This is an optimization exercise on Yosys and OpenROAD, whose aim is small area, a short achievable clock period and few clock cycles, not a production implementation.
Only simulation tests tie the RTL to the original design; equivalence was not proved.

run A:
// huffmanTree
module huffmanTree (
    input  logic                   Clk_in,
    input  logic                   n_Rst,
    input  logic                   Start,
    input  logic [79:0]            Weights,    
    output logic                   Busy,
    output logic                   Done,
    output logic [119:0]           Tree,       
    output logic [4:0]             RootRight,
    output logic [4:0]             RootLeft
);
    localparam int NH = 5;    
    localparam int QD = 4;    
    localparam int PD = 5;    
    function automatic logic le8(input logic [7:0] a, input logic [7:0] b);
        logic r;
        r = 1'b1;
        for (int k = 0; k < 8; k++)
            r = (a[k] ^ b[k]) ? b[k] : r;
        le8 = r;
    endfunction
    function automatic logic le12(input logic [11:0] a, input logic [11:0] b);
        logic r;
        r = 1'b1;
        for (int k = 0; k < 12; k++)
            r = (a[k] ^ b[k]) ? b[k] : r;
        le12 = r;
    endfunction
    function automatic logic leafLe(input logic [7:0] a, input logic [11:0] b);
        leafLe = (|b[11:8]) || le8(a, b[7:0]);
    endfunction
    logic       busy;
    logic       busyOut;    
    logic       done;
    logic [3:0] haveResult;   
    logic [2:0] mergeCnt;     
    logic       lastMerge;
    assign lastMerge = (mergeCnt == 3'd7);
    always_ff @(posedge Clk_in or negedge n_Rst)
    begin
        if (!n_Rst)
        begin
            busy       <= 1'b0;
            busyOut    <= 1'b0;
            done       <= 1'b0;
            haveResult <= '0;
        end
        else
        begin
            busy       <= busy ? !lastMerge : Start;
            busyOut    <= busy && !lastMerge;
            done       <= busy && lastMerge;
            for (int g = 0; g < 4; g++)
                haveResult[g] <= haveResult[g] || (busy && mergeCnt == 3'(2*g));
        end
    end
    assign Busy = busyOut;
    assign Done = done;
    logic [7:0]    wA [NH];
    logic [7:0]    wB [NH];
    logic [NH-1:0] usedA;
    logic [NH-1:0] usedB;
    always_ff @(posedge Clk_in)
    begin
        if (!busy)
        begin
            for (int i = 0; i < NH; i++)
            begin
                wA[i] <= Weights[8*i +: 8];
  ...
export LEC_CHECK = 0
export ABC_AREA = 1
export CAP_MARGIN = 20
export CORE_MARGIN = 2
export CORE_UTILIZATION = 40
export CTS_CLUSTER_DIAMETER = 120
export CTS_CLUSTER_SIZE = 30
export SLEW_MARGIN = 20
create_clock -name core_clock -period 36.0 [get_ports {Clk_in}]
standard.sh (not shown) runs the stock make flow with config.mk's settings and CLKGATE_MAP_FILE= SYNTH_SCRIPT=/design/flow/synth_recipe.tcl, a recipe that flattens the netlist after the stock synthesis.
==> flow/flow/run.sh <==
#!/bin/bash
# The standard layout, except that the port buffers are plain buf_1
# cells instead of the delay buffers buffer_ports picks by default.
set -euo pipefail
export BUFFER_PORTS_ARGS="-buffer_cell sky130_fd_sc_hd__buf_1"
bash standard.sh finish > standard_flow.log 2>&1
Testbench counts of run A, summed over its fixed seeds: cycles 4,608.
Setup changes, run A to run B
- removing CTS_CLUSTER_DIAMETER (formerly 120)
- removing CTS_CLUSTER_SIZE (formerly 30)
- removing ABC_AREA (formerly 1)
--- a/flow/flow/run.sh
+++ b/flow/flow/run.sh
@@ -3 +3,3 @@
-# cells instead of the delay buffers buffer_ports picks by default.
+# cells instead of the delay buffers buffer_ports picks by default, and
+# timing repair works to a setup margin: it treats any path longer than
+# 8.5 ns as failing. The clock and constraints are the design's.
@@ -5,0 +8 @@
+export SETUP_SLACK_MARGIN=27.5
## What came out
Cmp run A and run B / met3 track demand over resource in global routing / lower: run A. Comparing run A and run B, the higher all-layer global routing usage is on run B. Lower routed length per instance goes to run A over run B. Against run A, clock tree buffer count of the final layout in run B rose by more than 100%. Clock skew: run A vs run B, no meaningful difference.
> inputs changed (run B -> run C)
- putting CTS_CLUSTER_DIAMETER at 100 where nothing was set
- putting ABC_AREA at 1 where nothing was set
- putting CTS_CLUSTER_SIZE at 26 where nothing was set
==> flow/flow/run.sh <==
#!/bin/bash
# The standard layout, except that the port buffers are plain buf_1
# cells instead of the delay buffers buffer_ports picks by default.
set -euo pipefail
export BUFFER_PORTS_ARGS="-buffer_cell sky130_fd_sc_hd__buf_1"
bash standard.sh finish > standard_flow.log 2>&1
Taking run C as 1.0, run B lands at 1.06 on overall routed net length. The final cycle utilization of the critical path was comparable across run B and run C. Run C | status: complete | timing, DRC, antenna: pass. Most common library cell in the layout ignoring fill and taps: sky130_fd_sc_hd__nand2_1 -> run C, sky130_fd_sc_hd__buf_1 -> run B. Compared with run B, in run C via count went up about 2.4%, clock-buffer cell count has decreased. Global-route usage was lower in run C than in run B. Relative to run B, synthesized cell count increased by 637 in run C.
> inputs changed (run C -> run D)
- an added PLACE_DENSITY of 0.7
- a deleted CTS_CLUSTER_SIZE that had been 26
- a deleted ABC_AREA that had been 1
- a change of CORE_UTILIZATION from 40 to 60
- a deleted CTS_CLUSTER_DIAMETER that had been 100
### Flow results
Compared with run C, summed area of non-filler cells in the final layout in run D increased slightly.
Measured against run D, the number of placed cells counting well taps of run C comes out at 1.3 times the reference value.
Clock-buffer cell count: run D vs run C up 73%
When the final numbers for run C and run D were put side by side, the hold slack turned out to be greater in run C.
Run C ended up with simple AND/OR/NAND/NOR gates as its main combinational cell family by area after synthesis; run D ended up with compound AO/OA/AOI/OAI gates.

-- port drivers added, routing unchanged --
How much do the figures lean on ideal ports? The routed layouts below were timed once more, with nothing changed but the port constraints.
Step 1 assumes that a clkbuf_16 drives the clock port and a buf_2 every other input.
Step 2 adds t to the input delays and takes it off the output delays; t is the mean of the earliest and latest rising clock arrival at the registers after step 1. Input paths then give back, and output paths get back, about the clock's delay inside the block.
Slacks: ideal / step 1 / step 2; pairs: ideal / step 1.
run | shift t [ns] | slack for setup (ns) | worst setup path at the end
run A | 0.581 | 27.621 / 27.565 / 27.919 | input, reset recovery
run B | 0.599 | 27.625 / 27.571 / 27.600 | input, reset recovery
run C | 0.595 | 27.605 / 27.548 / 27.891 | input, reset recovery
run D | 0.642 | 27.567 / 27.513 / 27.578 | input, reset recovery
After both steps setup and hold are still met in every run listed. For run B, which loses most, drivers alone change the setup slack by -0.054 ns; drivers and shift together by -0.025 ns. Setup slack includes reset recovery checks.
